Background: an optimization exercise with open tools, aiming at small area. Do not read the settings as production practice. Where RTL was checked, it was by simulation tests only, not by an equivalence proof against the original.

==> module path_metric_store, before the edit <==
module path_metric_store (
	input  logic                                     clk,
	input  logic                                     reset_n,
	input  logic [32*10-1:0]    new_metrics,
	output logic                                     phase,
	output logic [64*10-1:0] old_metrics
);
	logic [32*10-1:0]    pm_stage;
	logic [64*10-1:0] pm_reg;
	always_ff @(posedge clk or negedge reset_n) begin
		if (!reset_n) begin
			phase <= 1'b0;
		end else begin
			phase <= ~phase;
		end
	end
	always_ff @(posedge clk) begin
		pm_stage <= new_metrics;
	end
	logic load_new;
	logic keep_old;
	logic [64*10-1:0] pm_next;
	assign load_new = reset_n & phase;
	assign keep_old = reset_n & ~phase;
	always_comb begin
		for (int j = 0; j < 32; j++) begin
			pm_next[(2*j)*10 +: 10] =
				({10{load_new}} & pm_stage[j*10 +: 10]) |
				({10{keep_old}} & pm_reg[(2*j)*10 +: 10]);
			pm_next[(2*j + 1)*10 +: 10] =
				({10{load_new}} & new_metrics[j*10 +: 10]) |
				({10{keep_old}} & pm_reg[(2*j + 1)*10 +: 10]);
		end
	end
	always_ff @(posedge clk) begin
		pm_reg <= pm_next;
	end
	assign old_metrics = pm_reg;
endmodule
make LEC_CHECK=0 CAP_MARGIN=20 CORE_MARGIN=2 CORE_UTILIZATION=40 SLEW_MARGIN=20 finish   # period 7.0 ns
run.sh (not shown) runs the stock make flow with config.mk's settings and CLKGATE_MAP_FILE= SYNTH_SCRIPT=/design/flow/synth_recipe.tcl, a recipe that flattens the netlist after the stock synthesis.
==> next run, changes <==
--- a/flow/design.v
+++ b/flow/design.v
@@ -101,29 +101,21 @@
 			phase <= ~phase;
 		end
 	end
 	always_ff @(posedge clk) begin
 		pm_stage <= new_metrics;
 	end
-	logic load_new;
-	logic keep_old;
-	logic [64*10-1:0] pm_next;
-	assign load_new = reset_n & phase;
-	assign keep_old = reset_n & ~phase;
-	always_comb begin
-		for (int j = 0; j < 32; j++) begin
-			pm_next[(2*j)*10 +: 10] =
-				({10{load_new}} & pm_stage[j*10 +: 10]) |
-				({10{keep_old}} & pm_reg[(2*j)*10 +: 10]);
-			pm_next[(2*j + 1)*10 +: 10] =
-				({10{load_new}} & new_metrics[j*10 +: 10]) |
-				({10{keep_old}} & pm_reg[(2*j + 1)*10 +: 10]);
+	always_ff @(posedge clk or negedge reset_n) begin
+		if (!reset_n) begin
+			pm_reg <= '0;
+		end else if (phase) begin
+			for (int j = 0; j < 32; j++) begin
+				pm_reg[(2*j)*10 +: 10] <= pm_stage[j*10 +: 10];
+				pm_reg[(2*j + 1)*10 +: 10] <= new_metrics[j*10 +: 10];
+			end
 		end
-	end
-	always_ff @(posedge clk) begin
-		pm_reg <= pm_next;
 	end
 	assign old_metrics = pm_reg;
 endmodule
 `default_nettype wire
 `default_nettype none
 `timescale 1ns/100ps
Outcome: Die area increases by 2.2%. Critical path depth decreases by 2. Synthesized cell count is about the same. Fmax is lower by 1.6%. Flip-flop and latch count is unchanged. Cell count rose by 0.97%. Area after synthesis went up by 2.2%. Worst hold slack degrades by 0.030 ns. Routed wire length came out lower by 1.4%.
Function was not checked in any run of this note: the RTL went through the layout flow alone.

--- another note on this design; it stands on its own ---

// viterbi_pmu
module viterbi_pmu (
	input  logic                       clk,
	input  logic                       reset_n,
	input  logic [6-1:0]   bm_000,
	input  logic [6-1:0]   bm_001,
	input  logic [6-1:0]   bm_010,
	input  logic [6-1:0]   bm_011,
	input  logic [6-1:0]   bm_100,
	input  logic [6-1:0]   bm_101,
	input  logic [6-1:0]   bm_110,
	input  logic [6-1:0]   bm_111,
	output logic [64-1:0] sel_out,
	output logic                       clk_div2_out
);
Size in the first run: about 3,500 cells after synthesis.
export LEC_CHECK = 0
export CAP_MARGIN = 20
export CORE_MARGIN = 2
export CORE_UTILIZATION = 40
export CTS_CLUSTER_DIAMETER = 80
export CTS_CLUSTER_SIZE = 25
export SLEW_MARGIN = 20
create_clock -name core_clock -period 7.0 [get_ports {clk}]
standard.sh (not shown) runs the stock make flow with config.mk's settings and CLKGATE_MAP_FILE= SYNTH_SCRIPT=/design/flow/synth_recipe.tcl, a recipe that flattens the netlist after the stock synthesis.
==> flow/flow/run.sh <==
#!/bin/bash
# The standard layout (the standard.sh, unchanged synthesis and
# steps), with one change: the port buffers that placement inserts on
# every input and output are the smallest buffer, buf_1, instead of
# the cell buffer_ports picks by itself. All of make's output goes to
# flow_make.log in this folder; ORFS keeps each step's own log under
# orfs/logs/.
set -euo pipefail
export BUFFER_PORTS_ARGS="-buffer_cell sky130_fd_sc_hd__buf_1"
bash standard.sh finish > flow_make.log 2>&1
Next try:
==> flow/run.sh (new file) <==
#!/bin/bash
# synth_recipe.tcl (not shown) runs the flow's synth.tcl, then flattens the netlist and writes it again
# the make line also repeats each setting of config.mk as NAME=value (left out here)
make -C /OpenROAD-flow-scripts/flow DESIGN_CONFIG=/design/flow/config.mk WORK_HOME=/design/flow/orfs CLKGATE_MAP_FILE= SYNTH_SCRIPT=/design/flow/synth_recipe.tcl finish
removed: flow/flow/run.sh
removed: flow/standard.sh
Effect:
- The new run finished clean
- synthesized cell count is unchanged
- area after synthesis is unchanged
- wire length is about the same

## static timing again, ports no longer ideal
How much do the figures lean on ideal ports? The routed layouts below were timed once more, with nothing changed but the port constraints. Step 1 sets driving cells, clkbuf_16 on the clock port and buf_2 on the other inputs (assumed; they add their load-dependent delay and slew). Step 2 also shifts input and output timing later by t, the mid clock arrival at the registers, as if the neighbouring blocks saw the same clock. Slacks: no drivers / after step 1 / after step 2; pairs: no drivers / after step 1.
run	t, ns	setup slack, ns	hold WS [ns]	slew at the worst register clock pin (ns)	worst data-port slew with drivers (ns)
the first run of note 1	0.809	0.852 / 0.908 / 0.098	0.458 / 0.458 / 0.458	0.07 / 0.07	0.05
the second run of note 1	0.815	0.749 / 0.777 / -0.037	0.428 / 0.428 / 0.428	0.07 / 0.07	0.06
the first run of note 2	0.722	0.381 / 0.381 / 0.091	0.338 / 0.338 / 0.338	0.11 / 0.11	0.05
the second run of note 2	0.705	0.554 / 0.554 / -0.099	0.327 / 0.327 / 0.327	0.10 / 0.10	0.05
With both steps, setup timing fails in the second run of note 1 and the second run of note 2, where it was met with ideal ports. For the second run of note 1, which loses most, drivers alone change the setup slack by +0.028 ns; drivers and shift together by -0.786 ns.
